From an optimization exercise on the open Yosys and OpenROAD flow, aimed at small area, a short achievable clock period and few clock cycles per item; shortcuts taken in it are not production practice.
The RTL was checked by simulation tests, not by an equivalence proof against the original design.
Power and IR drop assume default switching activity.

==> flow/design.v (outline; a module is shown in full before it is edited, if it fits) <==
// module alu_seq_core: 2079 lines
module alu_seq_core #(
  parameter int unsigned WIDTH    = 32,
  parameter int unsigned MULT_LAT = 3
) (
  input  logic                 clk,
  input  logic                 reset,
  input  logic                 start,
  input  logic [2:0]           op,
  input  logic [WIDTH-1:0]     A,
  input  logic [WIDTH-1:0]     B,
  output logic                 busy,
  output logic                 done,
  output logic [2*WIDTH-1:0]   result,
  output logic                 err
);
  // ...
==> flow/flow/run.sh <==
#!/bin/bash
# The standard layout (standard.sh) with these layout choices changed:
#  - after the standard synthesis, flow/polarity.py removes inverters around
#    full-adder cells (a full adder with all inputs and outputs complemented is
#    the same function) and swaps xor2/xnor2 where that saves an inverter;
#    registers are not touched
#  - the timing repair aims at the slack margin in flow/margin.txt
#  - ports are buffered with buf_1 cells
#  - clock tree synthesis inserts no dummy loads
# The SDC, clock period and all constraints are unchanged.
set -o pipefail
R=$PWD/orfs/results/sky130hd/alu_seq_core/base
ARGS=(SETUP_SLACK_MARGIN=$(cat flow/margin.txt) "BUFFER_PORTS_ARGS=-buffer_cell sky130_fd_sc_hd__buf_1"
      "CTS_ARGS=-sink_clustering_enable -repair_clock_nets -dont_use_dummy_load")
bash standard.sh "${ARGS[@]}" $R/1_2_yosys.v > make_synth.log 2>&1 || exit 1
cp $R/1_2_yosys.v yosys_standard.v
python3 flow/polarity.py yosys_standard.v $R/1_2_yosys.v > polarity.log 2>&1 || exit 1
bash standard.sh "${ARGS[@]}" finish > make.log 2>&1
==> flow/flow/margin.txt <==
5.0
==> flow/flow/polarity.py <==
#!/usr/bin/env python3
"""Remove inverters around full-adder cells in a Yosys-written sky130 netlist.

A full adder is self-dual: FA(~a,~b,~c) = ~FA(a,b,c) for both outputs. So a
fa cell can be 'flipped' (every input complemented, both outputs read as
complemented) without changing the logic. This picks flips greedily to
minimise the number of inv_1 cells needed, then rewrites the netlist with one
inverter per signal that is still needed in complemented form.

usage: polarity.py IN.v OUT.v
"""
import re, sys, collections

src = open(sys.argv[1]).read()
OUTPINS = {"X", "Y", "Q", "Q_N", "SUM", "COUT", "HI", "LO"}
INV = "sky130_fd_sc_hd__inv_1"
FA = re.compile(r"sky130_fd_sc_hd__fa_\d+$")

m = re.search(r"^module\s+(\S+)\s*\((.*?)\);(.*?)^endmodule", src, re.S | re.M)
body = m.group(3)
cell_re = re.compile(r"^\s*(sky130_fd_sc_hd__\w+)\s+(\S+)\s*\((.*?)\);\s*$", re.S | re.M)
pin_re = re.compile(r"\.(\w+)\(\s*(.*?)\s*\)(?=\s*[,)]|\s*$)", re.S)

def norm(n):
    n = n.strip()
    return n

cells = []
spans = []
for cm in cell_re.finditer(body):
    typ, name, pbody = cm.group(1), cm.group(2), cm.group(3)
    pins = {}
    for pm in re.finditer(r"\.(\w+)\(([^()]*)\)", pbody):
        pins[pm.group(1)] = norm(pm.group(2))
    cells.append([typ, name, pins])
    spans.append((cm.start(), cm.end()))

ports = set()
for pm in re.finditer(r"^\s*(output|input)\s+(?:\[[^\]]*\]\s*)?(\S+?)\s*;", body, re.M):
    ports.add(pm.group(2))
assign_nets = set()
for am in re.finditer(r"^\s*assign\s+(.*?)\s*=\s*(.*?)\s*;", body, re.M):
    for side in (am.group(1), am.group(2)):
        for tok in re.findall(r"\\\S+|[A-Za-z_][\w$]*(?:\[\d+\])?", side):
            assign_nets.add(tok)

def esc(n):
    return n + " " if n.startswith("\\") else n

def port_base(n):
    return re.sub(r"\[\d+\]$", "", n.lstrip("\\"))

def is_fixed_net(n):
    return n in assign_nets or port_base(n) in ports or n.lstrip("\\") in ports

driver = {}
for i, (typ, name, pins) in enumerate(cells):
    for p, n in pins.items():
        if p in OUTPINS:
            driver[n] = (i, p)

# removable inverters: inv_1 whose output is an ordinary internal net
removable = set()
for i, (typ, name, pins) in enumerate(cells):
    if typ == INV and not is_fixed_net(pins["Y"]) and not is_fixed_net(pins["A"]):
        removable.add(i)

def lit(n, depth=0):
    d = driver.get(n)
    if d is not None and d[0] in removable and depth < 50:
        r, q = lit(cells[d[0]][2]["A"], depth + 1)
        return r, q ^ 1
    return n, 0

fas = [i for i, c in enumerate(cells) if FA.match(c[0])]
XSWAP = {"sky130_fd_sc_hd__xor2_1": "sky130_fd_sc_hd__xnor2_1",
         "sky130_fd_sc_hd__xnor2_1": "sky130_fd_sc_hd__xor2_1"}
xs = [i for i, c in enumerate(cells) if c[0] in XSWAP and not is_fixed_net(c[2].get("X", c[2].get("Y", "")))]
fa_out = {}   # root net -> flippable cell index (fa or xor2/xnor2)
for i in fas:
    for p in ("SUM", "COUT"):
        fa_out[cells[i][2][p]] = i
for i in xs:
    p = "X" if "X" in cells[i][2] else "Y"
    fa_out[cells[i][2][p]] = i

# consumers: (cell index, pin) for every input pin of a kept cell
consumers = []   # (ci, pin, root, q)
for i, (typ, name, pins) in enumerate(cells):
    if i in removable:
        continue
    for p, n in pins.items():
        if p in OUTPINS:
            continue
        r, q = lit(n)
        consumers.append((i, p, r, q))
# nets read by assigns / ports through removable inverters stay as they are
flip = collections.defaultdict(int)
by_root = collections.defaultdict(list)
by_cell = collections.defaultdict(list)
for k, (ci, p, r, q) in enumerate(consumers):
    by_root[r].append(k)
    by_cell[ci].append(k)

def demand(k):
    ci, p, r, q = consumers[k]
    if ci in fa_set and flip[ci]:
        q ^= 1
    f = fa_out.get(r)
    if f is not None and flip[f]:
        q ^= 1
    return q

fa_set = set(fas)
def root_cost(r):
    return 1 if any(demand(k) for k in by_root[r]) else 0

def cost_roots(i):
    c = cells[i][2]
    if i in fa_set:
        roots = set(consumers[k][2] for k in by_cell[i])
        roots.add(c["SUM"]); roots.add(c["COUT"])
    else:
        roots = {c["X"] if "X" in c else c["Y"]}
    return roots

total0 = sum(root_cost(r) for r in by_root)
changed = True
it = 0
while changed and it < 50:
    changed = False
    it += 1
    for i in fas + xs:
        rs = cost_roots(i)
        before = sum(root_cost(r) for r in rs)
        flip[i] ^= 1
        after = sum(root_cost(r) for r in rs)
        if after < before:
            changed = True
        else:
            flip[i] ^= 1
total1 = sum(root_cost(r) for r in by_root)
sys.stderr.write("xor/xnor swapped %d of %d\n" % (sum(flip[i] for i in xs), len(xs)))
sys.stderr.write("inverters needed: %d -> %d (removable inverters were %d), flipped %d of %d fa\n"
                 % (total0, total1, len(removable), sum(flip[i] for i in fas), len(fas)))

# rewrite
invnet = {}
newcells = []
for r in by_root:
    if any(demand(k) for k in by_root[r]):
        nm = "polinv_%d" % len(invnet)
        invnet[r] = nm + "_y"
        newcells.append("  %s %s (\n    .A(%s),\n    .Y(%s)\n  );\n" % (INV, nm, esc(r), invnet[r]))
for k, (ci, p, r, q) in enumerate(consumers):
    cells[ci][2][p] = invnet[r] if demand(k) else r

out = []
pos = 0
for i, (s, e) in enumerate(spans):
    out.append(body[pos:s])
    if i not in removable:
        typ, name, pins = cells[i]
        if flip[i] and typ in XSWAP:
            typ = XSWAP[typ]
            pins = {("Y" if p == "X" else "X" if p == "Y" else p): n for p, n in pins.items()}
        conn = ",\n".join("    .%s(%s)" % (p, esc(n)) for p, n in pins.items())
        out.append("\n  %s %s (\n%s\n  );" % (typ, name, conn))
    pos = e
out.append(body[pos:])
newbody = "".join(out)
decl = "".join("  wire %s;\n" % n for n in invnet.values())
res = src[:m.start(3)] + "\n" + decl + newbody + "".join(newcells) + src[m.end(3):]
open(sys.argv[2], "w").write(res)
==> flow/standard.sh <==
#!/bin/bash
# synth_recipe.tcl (not shown) runs the flow's synth.tcl, then flattens the netlist and writes it again
# the make line also repeats each setting of config.mk as NAME=value (left out here)
make -C /OpenROAD-flow-scripts/flow DESIGN_CONFIG=/design/flow/config.mk WORK_HOME=/design/flow/orfs CLKGATE_MAP_FILE= SYNTH_SCRIPT=/design/flow/synth_recipe.tcl "${@:-finish}"
==> flow/config.mk <==
export PLATFORM = sky130hd
export DESIGN_NAME = alu_seq_core
export DESIGN_NICKNAME = alu_seq_core
export VERILOG_FILES = /design/flow/design.v
export SDC_FILE = /design/flow/constraint.sdc
export NUM_CORES = 4
export LEC_CHECK = 0
export CAP_MARGIN = 20
export CORE_MARGIN = 2
export CORE_UTILIZATION = 40
export SLEW_MARGIN = 20
==> flow/constraint.sdc <==
create_clock -name core_clock -period 9.0 [get_ports {clk}]
set_input_delay 1.8000 -clock core_clock [delete_from_list [all_inputs] [get_ports {clk}]]
set_output_delay 1.8000 -clock core_clock [all_outputs]
set_load 0.01 [all_outputs]
==> flow_summary_export.csv, run 1 <==
group,metric,value,unit
min_path,min_path_cells,0,
timing,setup_viol_count_final,0,
final_layout,diodes,0,
final_layout,inverters,237,
timing,period_minus_slack,3.97,ns
outcome,status,"finished clean",
grt,grt_pass1_vias,28397,
pwr,comb-power,3.70,mW
setup_path,r2r-start,"x3_1[2]$_DFF_P_",
routing,wl_met2,50700,um
setup_path,endpoint_kind,"flip-flop",
final_layout,regArea,7920,sq um
setup_path,path_class,"flip-flop to flip-flop",
timing,skew,0.0817,ns
min_path,min-delay-start,"y1[0]$_SDFF_PN0_",
grt,grt_overflow,0,
pwr,power_clock,1.40,mW
yosys,syn-cell-area,33600,sq um
placement,placed_area,34600,sq um
clock_network,cts_made_buffers,41,
setup_path,cp-start-kind,"flip-flop",
clock_network,cts-root-buf,"clkbuf_16",
grt,top_usage_layer,"met2",
routing,m1WireLength,50200,um
final_layout,drive_above_1_share,0.0875,
setup_path,cpMostUsedCell,"fa_1",
placement,routabilityCongestion,0.948,
routing,dr.pass1.iters,9,
final_layout,final_cell_mix,"326 x a22o_1, 308 x a221oi_1, 290 x fa_1",
timing,tightest_slew,1.06,ns
final_layout,multi_input_gates,2473,
pwr,power.switching,3.27,mW
clock_network,clock_sinks,353,
floorplanning,taps,1080,
pwr,ir_drop,0.139,mV
setup_path,rr_endpoint,"cs1_q[33]$_DFF_P_",
routing,via_per_inst,6.59,
placement,port_buffers,135,
Testbench counts, summed over its fixed seeds: cycles 24,024, items 24,000.
==> run 2, diff against run 1 <==
--- a/flow/flow/run.sh
+++ b/flow/flow/run.sh
@@ -7,10 +7,11 @@
 #  - the timing repair aims at the slack margin in flow/margin.txt
 #  - ports are buffered with buf_1 cells
-#  - clock tree synthesis inserts no dummy loads
+#  - clock tree synthesis inserts no dummy loads and clusters up to 32 sinks
+#    per leaf buffer
 # The SDC, clock period and all constraints are unchanged.
 set -o pipefail
 R=$PWD/orfs/results/sky130hd/alu_seq_core/base
 ARGS=(SETUP_SLACK_MARGIN=$(cat flow/margin.txt) "BUFFER_PORTS_ARGS=-buffer_cell sky130_fd_sc_hd__buf_1"
-      "CTS_ARGS=-sink_clustering_enable -repair_clock_nets -dont_use_dummy_load")
+      "CTS_ARGS=-sink_clustering_enable -repair_clock_nets -dont_use_dummy_load -sink_clustering_size 32 -sink_clustering_max_diameter 150")
 bash standard.sh "${ARGS[@]}" $R/1_2_yosys.v > make_synth.log 2>&1 || exit 1
 cp $R/1_2_yosys.v yosys_standard.v
==> flow_summary_export.csv, run 2 <==
group,metric,value,unit
routing,drc,0,
timing,fin_crit_sh,0.442,
timing,relSlewSlack,0.259,
timing,period_minus_slack,3.97,ns
final_layout,layout_commonest_cell,"a22o_1",
floorplanning,fp.coreArea,83400,sq um
setup_path,regToRegSetupSlack,5.03,ns
floorplanning,initial_core_util,0.403,
final_layout,diodes,0,
setup_path,endpoint_kind,"flip-flop",
pwr,powerDensity,196,nW/um^2
placement,routabilityCongestion,0.948,
timing,skew,0.0528,ns
clock_network,ctsLongestPathBuffers,3,
yosys,postSynthCellCount,3461,
setup_path,path_cells,"buf_12 > a22o_1 > a221oi_2 > xor2_1 > fa_1 > fa_2 > fa_2 > fa_2 > fa_1 > inv_1",
timing,fmax,0.252,GHz
placement,place_ws,4.45,ns
yosys,syn_nets,4031,
clock_network,clkLatencyLatePin,0.57,ns
timing,tightest_slew,1.11,ns
setup_path,cpMostUsedCell,"fa_2",
timing,fin_ws,5.03,ns
grt,grt_max_degree,54,
setup_path,worst_ep_arrival_time,4.43,ns
setup_path,required,9.45,ns
outcome,status,"finished clean",
clock_network,htreeDepth,1,
final_layout,final_cell_mix,"326 x a22o_1, 310 x a221oi_1, 291 x fa_1",
grt,track_usage,0.280,
final_layout,area_growth,6.29,%
routing,ant_nets,0,
clock_network,clock_sinks,353,
placement,port_buffers,135,
setup_path,cp-start-kind,"flip-flop",
clock_network,cts_tree,"done",
timing,finalMaxSlewViolations,0,
floorplanning,io_pins,137,
grt,grt_pass1_vias,28168,
floorplanning,die_w,294,um
pwr,finalPower,7.00,mW
floorplanning,die_area,86300,sq um
floorplanning,fp-row-count,106,
setup_path,path_max_fanout,34,
timing,setup_tns,0,ns
setup_path,rr_worst_depth,10,
clock_network,cts-root-buf,"clkbuf_16",
clock_network,hold_buffers,0,
routing,via_per_inst,6.58,
yosys,ys.warnings.count,1,
yosys,syn-mean-instance-area,9.70,sq um
setup_path,path_class,"flip-flop to flip-flop",
routing,drt-initial-drc-count,3979,
final_layout,post-route-cell-area,35700,sq um
placement,placed_area,34600,sq um
min_path,min_path_cells,0,
grt,antenna_found_initial,3,
setup_path,cpPeakStageDelay,0.61,ns
timing,hold_viol,0,
final_layout,fin_nets,3873,
final_layout,fill_cells,8108,
routing,wl_per_cell,28.7,um
placement,hpwlAfterDp,80100,um
pwr,ir_drop,0.145,mV
final_layout,reg_top3,"cs0_q (64), cs1_q (64), result (64)",
routing,dr.pass1.iters,9,
timing,setup_viol_count_final,0,
routing,routed_wl,126000,um
pwr,p_leak,13.0,nW
min_path,hold_path_class,"flip-flop to flip-flop",
grt,grt_pass1_wl,184000,um
floorplanning,die_y,294,um
grt,grt_overflow,0,
timing,rsz0062_at_grt,"no",
routing,vias,28847,
setup_path,crit_slowest_cell,"fa_1",
clock_network,cts_made_buffers,15,
clock_network,clk_pin_slew,0.12,ns
run,maxCapViolCount,0,
timing,whs,0.347,ns
yosys,syn-cell-area,33600,sq um
final_layout,drive_above_1_share,0.0754,
## run 2: changes by cell type in the layout (fill, tap and decap cells not counted), moves of 4 or more
cell	previous run	this run
clkbuf_16	46	15
dfxtp_4	40	35
dfxtp_2	33	37
buf_16	13	9
## run 2: path summary, 6_finish.rpt
path | start | end
min reg2reg | ill1$_DFF_P_ | ill2$_DFF_P_
max in group asynchronous | reset | hp$_DFF_PP0_
min in group asynchronous | reset | v1$_DFF_PP0_
min | ill1$_DFF_P_ | ill2$_DFF_P_
max reg2reg | x3_1[0]$_DFF_P_ | cs1_q[26]$_DFF_P_
max | x3_1[0]$_DFF_P_ | cs1_q[26]$_DFF_P_
## run 2: timing repair
item | CTS | global route
setup endpoints to repair | 38 | 41
resized for setup | 47 | 87
setup buffers | 0 | 16
pin swaps | 1 | 17
endpoints found under the hold margin | 0 | 0
## run 2: layout make-up
cell class	instances	area, sq um	share of cell area
multi-input combinational	2473	23700	0.664
sequential	353	7910	0.221
timing repair buffer	223	1450	0.0407
tap	1080	1350	0.0379
inverter	237	892	0.0250
clock buffer	15	375	0.0105
## run 2: per-stage QoR
step           instances  utilization
2_1_floorplan       3461            -
3_3_place_gp        4350        0.415
3_5_place_dp        4350        0.415
4_1_cts             4365        0.420
5_1_grt             4381        0.428
6_report            4381        0.428
## run 2: per-layer routing
layer / up-vias / share of wire / track usage
met5: - / 0.00064 / 0.00510
met4: 6 / 0.055 / 0.118
met3: 554 / 0.15 / 0.112
met2: 2122 / 0.40 / 0.397
met1: 13901 / 0.40 / 0.373
li1: 12264 / - / -
## run 2: worst max-delay path, delay by kind of cell, from the launching register on
kind / cells / cell delay (ns)
AO/OA/AOI/OAI: 2 / 0.45
flip-flops: 1 / 0.34
XOR/XNOR: 1 / 0.30
adder cells (fa/ha/maj): 5 / 2.51
buffers and inverters: 2 / 0.22
## run 2: power by group
part | switching (mW) | leakage [nW] | internal (mW)
Clock | 0.504 | 0.185 | 0.303
Sequential | 0.397 | 3.06 | 2.13
Combinational | 2.26 | 9.73 | 1.41
Total | 3.16 | 13.0 | 3.84
==> run 3, diff against run 2 <==
--- a/flow/flow/run.sh
+++ b/flow/flow/run.sh
@@ -4,5 +4,6 @@
 #    full-adder cells (a full adder with all inputs and outputs complemented is
 #    the same function) and swaps xor2/xnor2 where that saves an inverter;
-#    registers are not touched
+#    registers are not touched; it avoids leaving an inverter in front of a
+#    register input where it can
 #  - the timing repair aims at the slack margin in flow/margin.txt
 #  - ports are buffered with buf_1 cells
--- a/flow/flow/polarity.py
+++ b/flow/flow/polarity.py
@@ -113,6 +113,13 @@
 
 fa_set = set(fas)
+FLOP = re.compile(r"sky130_fd_sc_hd__(dfxtp|dfrtp|edfxtp|dfstp|dfbbp|dfxbp)_\d+$")
 def root_cost(r):
-    return 1 if any(demand(k) for k in by_root[r]) else 0
+    c = 0
+    for k in by_root[r]:
+        if demand(k):
+            c = 1
+            if FLOP.match(cells[consumers[k][0]][0]) and consumers[k][1] == "D":
+                return 3
+    return c
 
 def cost_roots(i):
@@ -141,4 +148,6 @@
             flip[i] ^= 1
 total1 = sum(root_cost(r) for r in by_root)
+nd = sum(1 for r in by_root if root_cost(r) == 3)
+sys.stderr.write("inverters feeding flop D: %d\n" % nd)
 sys.stderr.write("xor/xnor swapped %d of %d\n" % (sum(flip[i] for i in xs), len(xs)))
 sys.stderr.write("inverters needed: %d -> %d (removable inverters were %d), flipped %d of %d fa\n"
==> flow_summary_export.csv, run 3 <==
group,metric,value,unit
timing,skew,0.0641,ns
placement,routabilityCongestion,0.924,
clock_network,clock_sinks,353,
min_path,hold-path-endpoint,"ill2$_DFF_P_",
setup_path,path_class,"flip-flop to flip-flop",
setup_path,cpMostUsedCell,"fa_1",
timing,whs,0.339,ns
setup_path,regToRegSetupSlack,5.03,ns
pwr,p_leak,13.4,nW
timing,fmax,0.252,GHz
final_layout,area_growth,5.92,%
setup_path,crit_slowest_cell,"dfxtp_4",
setup_path,rr_endpoint,"cs1_q[30]$_DFF_P_",
grt,grt_pass1_vias,28451,
pwr,powerDensity,195,nW/um^2
floorplanning,die_w,294,um
outcome,status,"finished clean",
setup_path,path_cells,"a22o_1 > a221oi_1 > xor2_1 > fa_1 > fa_1 > fa_2 > fa_2 > inv_1 > fa_1",
final_layout,drive_above_1_share,0.0728,
timing,setup_tns,0,ns
run,maxCapViolCount,0,
setup_path,worst_ep_arrival_time,4.44,ns
final_layout,layout_commonest_cell,"a22o_1",
min_path,min-delay-start,"ill1$_DFF_P_",
setup_path,cp-start-kind,"flip-flop",
timing,hold_viol,0,
clock_network,cts_made_buffers,15,
routing,routed_wl,126000,um
placement,hpwlAfterDp,80000,um
placement,placed_area,34700,sq um
routing,wl_per_cell,28.7,um
floorplanning,die_area,86400,sq um
yosys,postSynthCellCount,3472,
final_layout,post-route-cell-area,35600,sq um
final_layout,fin_nets,3882,
grt,antenna_found_initial,5,
routing,vias,28851,
timing,setup_viol_count_final,0,
grt,grt_max_degree,70,
setup_path,r2r-start,"x4_1[5]$_DFF_P_",
setup_path,rr_worst_depth,9,
timing,rsz0062_at_grt,"yes",
floorplanning,initial_core_util,0.403,
setup_path,endpoint_kind,"flip-flop",
min_path,min_path_cells,0,
final_layout,reg_top3,"cs0_q (64), cs1_q (64), result (64)",
timing,fin_crit_sh,0.441,
routing,dr.pass1.iters,9,
setup_path,crit_family,"adder cells",
routing,drc,0,
yosys,syn-cell-area,33600,sq um
timing,finalMaxSlewViolations,0,
floorplanning,io_pins,137,
yosys,ys.warnings.count,1,
floorplanning,fp.coreArea,83400,sq um
clock_network,cts_tree,"done",
grt,grt_pass1_wl,186000,um
placement,port_buffers,135,
setup_path,required,9.47,ns
clock_network,hold_buffers,0,
routing,via_per_inst,6.57,
pwr,ir_drop,0.119,mV
setup_path,cp_num_buf_inv,1,
floorplanning,die_y,294,um
floorplanning,fp-row-count,106,
setup_path,path_max_fanout,33,
clock_network,htreeDepth,1,
yosys,syn_nets,4042,
min_path,hold_path_class,"flip-flop to flip-flop",
routing,drt-initial-drc-count,3982,
clock_network,clkLatencyLatePin,0.59,ns
timing,tightest_slew,0.983,ns
clock_network,clk_pin_slew,0.12,ns
timing,relSlewSlack,0.345,
grt,grt_overflow,0,
yosys,syn-mean-instance-area,9.68,sq um
routing,ant_nets,0,
clock_network,ctsLongestPathBuffers,3,
timing,period_minus_slack,3.97,ns
grt,track_usage,0.283,
clock_network,cts-root-buf,"clkbuf_16",
final_layout,final_cell_mix,"326 x a22o_1, 308 x a221oi_1, 290 x fa_1",
setup_path,cpPeakStageDelay,0.76,ns
[run 3: final cells by class]
cell class,instances,area (sq um)
fillers,8050,47800
repair buffers,221,1340
clock buffers,15,375
well taps,1080,1350
diodes,3,7.51
multi-input cells,2473,23700
flip-flops and latches,353,7890
inverters,248,936
[run 3: worst max path at each step]
stage	startpoint	to	slack, ns	cells after the start
finish	x4_1[5]$_DFF_P_	cs1_q[30]$_DFF_P_	5.03	9
global route	ax1[16]$_DFF_P_	cs1_q[39]$_DFF_P_	4.96	10
CTS	x3_1[2]$_DFF_P_	cs1_q[30]$_DFF_P_	5.00	11
detailed placement	A[1]	t1[29]$_DFF_P_	4.39	13
global placement	A[1]	t1[29]$_DFF_P_	4.40	14
floorplan	A[0]	t1[29]$_DFF_P_	4.88	12
[run 3: routing by layer]
metal  track usage  up-vias  wire length (um)
met2         0.393     2165             49500
met1         0.384    13870             51100
met4         0.132        4              7000
li1              -    12291                 -
met3         0.111      521             18600
met5             0        -                30
[run 3: timing repair]
action | 4_1_cts | 5_1_grt
hold endpoints to repair | 0 | 0
setup buffers | 0 | 9
pin swaps | 2 | 8
endpoints found under the setup margin | 43 | 48
gates resized for setup | 50 | 67
[run 3: power by group]
part           leakage, nW  switching, mW  total, mW  internal (mW)
clock network        0.185          0.513      0.816          0.303
logic                 10.2           2.26       3.62           1.36
registers             3.05          0.385       2.51           2.13
[run 3: through the flow]
| step | instances | total power, mW | util | worst slack, ns |
|---|---|---|---|---|
| 2_1_floorplan | 3472 | 4.78 | - | 4.88 |
| 3_3_place_gp | 4366 | 5.99 | 0.416 | 4.40 |
| 3_5_place_dp | 4366 | 6.03 | 0.416 | 4.39 |
| 4_1_cts | 4381 | 6.85 | 0.422 | 5.00 |
| 5_1_grt | 4391 | 7.41 | 0.427 | 4.96 |
| 6_report | 4393 | 6.94 | 0.427 | 5.03 |
==> run 4, diff against run 3 <==
--- a/flow/config.mk
+++ b/flow/config.mk
@@ -6,6 +6,6 @@
 export NUM_CORES = 4
 export LEC_CHECK = 0
-export CAP_MARGIN = 20
+export CAP_MARGIN = 10
 export CORE_MARGIN = 2
 export CORE_UTILIZATION = 40
-export SLEW_MARGIN = 20
+export SLEW_MARGIN = 10
==> flow_summary_export.csv, run 4 <==
group,metric,value,unit
outcome,status,"finished clean",
floorplanning,die_w,294,um
routing,routed_wl,126000,um
timing,fin_ws,5.03,ns
pwr,p_leak,13.4,nW
final_layout,post-route-cell-area,35600,sq um
final_layout,drive_above_1_share,0.0728,
setup_path,crit_slowest_cell,"dfxtp_4",
timing,fin_crit_sh,0.441,
yosys,postSynthCellCount,3472,
routing,dr.pass1.iters,9,
placement,placed_area,34700,sq um
routing,drc,0,
timing,setup_tns,0,ns
setup_path,path_cells,"a22o_1 > a221oi_1 > xor2_1 > fa_1 > fa_1 > fa_2 > fa_2 > inv_1 > fa_1",
setup_path,cpPeakStageDelay,0.76,ns
routing,via_per_inst,6.57,
setup_path,worst_ep_arrival_time,4.44,ns
floorplanning,initial_core_util,0.403,
timing,fmax,0.252,GHz
final_layout,area_growth,5.92,%
final_layout,fill_cells,8050,
floorplanning,fp-row-count,106,
floorplanning,die_y,294,um
pwr,powerDensity,195,nW/um^2
grt,grt_max_degree,70,
setup_path,cpMostUsedCell,"fa_1",
grt,track_usage,0.283,
setup_path,path_class,"flip-flop to flip-flop",
timing,finalMaxSlewViolations,0,
clock_network,cts-root-buf,"clkbuf_16",
setup_path,required,9.47,ns
timing,hold_viol,0,
grt,grt_overflow,0,
placement,hpwlAfterDp,80000,um
routing,ant_nets,0,
final_layout,layout_commonest_cell,"a22o_1",
yosys,syn-cell-area,33600,sq um
setup_path,path_max_fanout,33,
grt,grt_pass1_wl,186000,um
floorplanning,io_pins,137,
setup_path,cp-start-kind,"flip-flop",
grt,grt_pass1_vias,28451,
clock_network,clk_pin_slew,0.12,ns
clock_network,ctsLongestPathBuffers,3,
placement,routabilityCongestion,0.924,
clock_network,cts_tree,"done",
timing,relSlewSlack,0.345,
min_path,hold_path_class,"flip-flop to flip-flop",
timing,skew,0.0641,ns
timing,setup_viol_count_final,0,
final_layout,final_util,0.427,
floorplanning,fp.coreArea,83400,sq um
timing,whs,0.339,ns
final_layout,final_cell_mix,"326 x a22o_1, 308 x a221oi_1, 290 x fa_1",
setup_path,crit_family,"adder cells",
timing,tightest_slew,0.983,ns
placement,place_ws,4.39,ns
final_layout,fin_nets,3882,
timing,period_minus_slack,3.97,ns
placement,port_buffers,135,
final_layout,reg_top3,"cs0_q (64), cs1_q (64), result (64)",
clock_network,clkLatencyLatePin,0.59,ns
timing,rsz0062_at_grt,"yes",
yosys,syn_nets,4042,
floorplanning,die_area,86400,sq um
clock_network,htreeDepth,1,
routing,vias,28851,
yosys,syn-mean-instance-area,9.68,sq um
clock_network,cts_made_buffers,15,
yosys,ys.warnings.count,1,
grt,antenna_found_initial,5,
setup_path,cp_num_buf_inv,1,
routing,drt-initial-drc-count,3982,
run,maxCapViolCount,0,
routing,wl_per_cell,28.7,um
clock_network,clock_sinks,353,
setup_path,endpoint_kind,"flip-flop",
pwr,ir_drop,0.119,mV
[run 4: final timing paths]
check	from	slack (ns)	depth (start not counted)	endpoint
min reg2reg	ill1$_DFF_P_	0.34	0	ill2$_DFF_P_
min	ill1$_DFF_P_	0.34	0	ill2$_DFF_P_
min in group asynchronous	reset	1.08	2	hp$_DFF_PP0_
max	x4_1[5]$_DFF_P_	5.03	9	cs1_q[30]$_DFF_P_
max reg2reg	x4_1[5]$_DFF_P_	5.03	9	cs1_q[30]$_DFF_P_
max in group asynchronous	reset	7.76	2	done$_DFF_PP0_
[run 4: final cells by class]
cell class / count / area, sq um / share of cell area
clock buffer: 15 / 375 / 0.0105
multi-input combinational: 2473 / 23700 / 0.666
antenna: 3 / 7.51 / 0.000211
tap: 1080 / 1350 / 0.0379
timing repair buffer: 221 / 1340 / 0.0375
inverter: 248 / 936 / 0.0263
sequential: 353 / 7890 / 0.221
[run 4: power breakdown]
group	internal, mW	total, mW	switching (mW)	leakage [nW]
sequential	2.13	2.51	0.385	3.05
clock	0.303	0.816	0.513	0.185
combinational	1.36	3.62	2.26	10.2
total	3.79	6.94	3.16	13.4
[run 4: per-stage QoR]
stage / power [mW] / cells
floorplan: 4.78 / 3472
global placement: 5.99 / 4366
detailed placement: 6.03 / 4366
CTS: 6.85 / 4381
global route: 7.41 / 4391
finish: 6.94 / 4393
[run 4: worst reg2reg max path: stages (launching register included)]
cell	delay [ns]
dfxtp_4	0.76
a22o_1	0.29
a221oi_1	0.05
xor2_1	0.20
fa_1	0.61
fa_1	0.46
fa_2	0.37
fa_2	0.61
inv_1	0.07
fa_1	0.43
[run 4: what timing repair did]
action | CTS | global route
setup endpoints to repair | 43 | 48
hold buffers | 0 | 0
gates resized for setup | 50 | 67
setup buffers | 0 | 9
pin swaps | 2 | 8
[run 4: layer usage]
metal,global-route usage,vias up,share of wire
met5,0,-,0.00024
met2,0.393,2165,0.39
met4,0.132,4,0.055
met3,0.111,521,0.15
li1,-,12291,-
met1,0.384,13870,0.40
==> run 5, diff against run 4 <==
==> flow/flow/run.sh (replaced) <==
#!/bin/bash
# The standard layout (standard.sh) with these layout choices changed:
#  - after the standard synthesis, flow/polarity.py removes inverters around
#    full-adder cells (a full adder with all inputs and outputs complemented is
#    the same function) and swaps xor2/xnor2 where that saves an inverter;
#    registers are not touched
#  - the timing repair aims at the slack margin in flow/margin.txt
#  - ports are buffered with buf_1 cells
#  - clock tree synthesis inserts no dummy loads and clusters up to 24 sinks
#    per leaf buffer
# The SDC, clock period and all constraints are unchanged.
set -o pipefail
R=$PWD/orfs/results/sky130hd/alu_seq_core/base
ARGS=(SETUP_SLACK_MARGIN=$(cat flow/margin.txt) "BUFFER_PORTS_ARGS=-buffer_cell sky130_fd_sc_hd__buf_1"
      "CTS_ARGS=-sink_clustering_enable -repair_clock_nets -dont_use_dummy_load -sink_clustering_size 24 -sink_clustering_max_diameter 120")
bash standard.sh "${ARGS[@]}" $R/1_2_yosys.v > make_synth.log 2>&1 || exit 1
cp $R/1_2_yosys.v yosys_standard.v
python3 flow/polarity.py yosys_standard.v $R/1_2_yosys.v > polarity.log 2>&1 || exit 1
bash standard.sh "${ARGS[@]}" finish > make.log 2>&1
--- a/flow/flow/polarity.py
+++ b/flow/flow/polarity.py
@@ -113,13 +113,6 @@
 
 fa_set = set(fas)
-FLOP = re.compile(r"sky130_fd_sc_hd__(dfxtp|dfrtp|edfxtp|dfstp|dfbbp|dfxbp)_\d+$")
 def root_cost(r):
-    c = 0
-    for k in by_root[r]:
-        if demand(k):
-            c = 1
-            if FLOP.match(cells[consumers[k][0]][0]) and consumers[k][1] == "D":
-                return 3
-    return c
+    return 1 if any(demand(k) for k in by_root[r]) else 0
 
 def cost_roots(i):
@@ -148,6 +141,4 @@
             flip[i] ^= 1
 total1 = sum(root_cost(r) for r in by_root)
-nd = sum(1 for r in by_root if root_cost(r) == 3)
-sys.stderr.write("inverters feeding flop D: %d\n" % nd)
 sys.stderr.write("xor/xnor swapped %d of %d\n" % (sum(flip[i] for i in xs), len(xs)))
 sys.stderr.write("inverters needed: %d -> %d (removable inverters were %d), flipped %d of %d fa\n"
--- a/flow/config.mk
+++ b/flow/config.mk
@@ -6,6 +6,6 @@
 export NUM_CORES = 4
 export LEC_CHECK = 0
-export CAP_MARGIN = 10
+export CAP_MARGIN = 20
 export CORE_MARGIN = 2
 export CORE_UTILIZATION = 40
-export SLEW_MARGIN = 10
+export SLEW_MARGIN = 20
==> flow_summary_export.csv, run 5 <==
group,metric,value,unit
outcome,status,"finished clean",
pwr,power.switching,3.19,mW
final_layout,final_cell_mix,"326 x a22o_1, 312 x a221oi_1, 291 x fa_1",
timing,relSlewSlack,0.306,
timing,finalMaxSlewViolations,0,
routing,dr.pass1.iters,7,
min_path,hold_path_class,"flip-flop to flip-flop",
clock_network,clkLatencyLatePin,0.58,ns
routing,wl_met2,49800,um
pwr,powerDensity,198,nW/um^2
clock_network,cts_tree,"done",
routing,via_per_inst,6.58,
timing,period_minus_slack,3.99,ns
timing,fmax,0.251,GHz
pwr,power_frac_seq,0.355,
timing,fin_crit_sh,0.443,
clock_network,htreeDepth,1,
routing,ant_nets,0,
placement,place_ws,4.45,ns
routing,met3_length,18400,um
timing,skew,0.0394,ns
routing,drc,0,
floorplanning,initial_core_util,0.403,
setup_path,cp-start-kind,"flip-flop",
clock_network,ctsLongestPathBuffers,3,
placement,hpwlAfterDp,80100,um
grt,grt_max_degree,54,
floorplanning,fp.coreArea,83400,sq um
final_layout,drive_above_1_share,0.0762,
pwr,clkPwrFrac,0.128,
setup_path,path_class,"flip-flop to flip-flop",
timing,hold_viol,0,
pwr,p_sw_frac,0.448,
yosys,syn_nets,4031,
routing,drt-initial-drc-count,3925,
timing,fin_ws,5.01,ns
clock_network,cts-root-buf,"clkbuf_16",
final_layout,reg_top3,"cs0_q (64), cs1_q (64), result (64)",
floorplanning,die_w,294,um
setup_path,endpoint_kind,"flip-flop",
grt,track_usage,0.281,
setup_path,worst_ep_arrival_time,4.47,ns
grt,grt_overflow,0,
clock_network,clk_pin_slew,0.09,ns
placement,port_buffers,135,
grt,grt_pass1_wl,184000,um
timing,setup_tns,0,ns
routing,vias,28887,
setup_path,required,9.48,ns
floorplanning,fp-row-count,106,
final_layout,instances_no_fill,4388,
placement,dp_cells,4350,
pwr,ir_drop,0.131,mV
timing,tightest_slew,1.04,ns
final_layout,final_util,0.429,
routing,m1WireLength,50300,um
final_layout,area_growth,6.60,%
run,maxCapViolCount,0,
placement,routabilityCongestion,0.948,
clock_network,clock_sinks,353,
floorplanning,die_y,294,um
grt,antenna_found_initial,2,
clock_network,hold_buffers,0,
pwr,intPower,3.92,mW
floorplanning,io_pins,137,
yosys,syn-cell-area,33600,sq um
pwr,power_frac_comb,0.518,
pwr,p_leak,13.0,nW
final_layout,fin_nets,3879,
routing,top_layer,"met5",
setup_path,path_max_fanout,34,
yosys,syn-mean-instance-area,9.70,sq um
final_layout,fill_cells,8087,
timing,rsz0062_at_grt,"no",
yosys,ys.warnings.count,1,
yosys,postSynthCellCount,3461,
routing,wl_per_cell,28.7,um
routing,routed_wl,126000,um
clock_network,cts_made_buffers,19,
floorplanning,die_area,86300,sq um
final_layout,layout_commonest_cell,"a22o_1",
grt,grt_pass1_vias,28194,
timing,setup_viol_count_final,0,
-- run 5: changes by cell type in the layout (fill, tap and decap cells not counted), sizes merged --
cell | before | now
xor2 | 170 | 175
diode | 3 | 1
inv | 248 | 237
clkbuf | 18 | 27
xnor2 | 281 | 276
buf | 218 | 217
-- run 5: metal layers --
metal,vias to the layer above,track usage
met5,-,0.0102
met2,2225,0.396
li1,12275,-
met1,13865,0.375
met4,8,0.119
met3,514,0.115
-- run 5: path summary, 6_finish.rpt --
kind	start	endpoint	slack (ns)	cells after the start
worst min register to register	y1[0]$_SDFF_PN0_	cs1_q[0]$_DFF_P_	0.34	0
worst min-delay path	y1[0]$_SDFF_PN0_	cs1_q[0]$_DFF_P_	0.34	0
max in group asynchronous	reset	hp$_DFF_PP0_	7.79	2
worst max-delay path	x3_1[0]$_DFF_P_	cs1_q[26]$_DFF_P_	5.01	10
worst max register to register	x3_1[0]$_DFF_P_	cs1_q[26]$_DFF_P_	5.01	10
min in group asynchronous	reset	v2$_DFF_PP0_	1.06	2
-- run 5: cell type report --
| cell class | instances | area [sq um] | area share |
|---|---|---|---|
| clock buffer | 19 | 475 | 0.0133 |
| tap | 1080 | 1350 | 0.0377 |
| multi-input combinational | 2473 | 23700 | 0.662 |
| sequential | 353 | 7900 | 0.221 |
| timing repair buffer | 225 | 1480 | 0.0414 |
| inverter | 237 | 892 | 0.0249 |
| antenna | 1 | 2.50 | 0.0000699 |
-- run 5: through the flow --
step	hold slack, ns	cell area (sq um)	power (mW)
detailed placement	0.312	34600	6.09
CTS	0.332	35200	7.00
global placement	0.313	34600	6.06
floorplan	0.310	33600	4.85
finish	0.337	35800	7.10
global route	0.341	35800	7.59
-- run 5: what timing repair did --
item	CTS	global route
pin swaps	0	13
setup buffers	1	17
endpoints found under the setup margin	38	40
resized for setup	52	79
-- run 5: power groups by stage --
| stage | Sequential (mW) | Clock (mW) | Combinational, mW |
|---|---|---|---|
| 2_1_floorplan | 2.34 | 0 | 2.51 |
| 3_3_place_gp | 2.53 | 0 | 3.52 |
| 3_5_place_dp | 2.54 | 0 | 3.56 |
| 4_1_cts | 2.50 | 0.935 | 3.57 |
| 5_1_grt | 2.53 | 0.981 | 4.07 |
| 6_report | 2.52 | 0.906 | 3.68 |
-- run 5: critical path, cell delays in order (launching register included) --
cell	delay, ns
dfxtp_1	0.33
buf_8	0.18
a22o_1	0.27
a221oi_2	0.24
xor2_2	0.29
fa_1	0.50
fa_2	0.39
fa_2	0.59
fa_2	0.45
fa_1	0.55
inv_1	0.06

what the ideal ports hide:
The flow's constraints put no driver on any port. The routed layouts listed below were extracted and timed again, unchanged, in two steps.
Step 1 (the two cells are an assumption about what drives the block):
set clk [get_ports {clk}]
set_driving_cell -lib_cell sky130_fd_sc_hd__clkbuf_16 $clk
set_driving_cell -lib_cell sky130_fd_sc_hd__buf_2 [delete_from_list [all_inputs] $clk]
Step 2 also shifts input and output timing later by t, the mid clock arrival at the registers, as if the neighbouring blocks saw the same clock.
Three values: no drivers, after step 1, after step 2; two values: the first two.
run	shift t [ns]	slack for setup (ns)	worst setup path after step 2	worst data-port slew with drivers (ns)
run 1	0.627	5.030 / 5.030 / 4.502	input to register	0.08
run 2	0.616	5.025 / 5.025 / 4.463	input to register	0.08
run 3	0.619	5.027 / 5.027 / 4.563	input to register	0.08
run 4	0.619	5.027 / 5.027 / 4.563	input to register	0.08
run 5	0.631	5.010 / 5.010 / 4.494	input to register	0.07
After both steps every run listed still meets setup and hold. For run 2, which loses most, drivers alone change the setup slack by 0.000 ns; drivers and shift together by -0.562 ns.
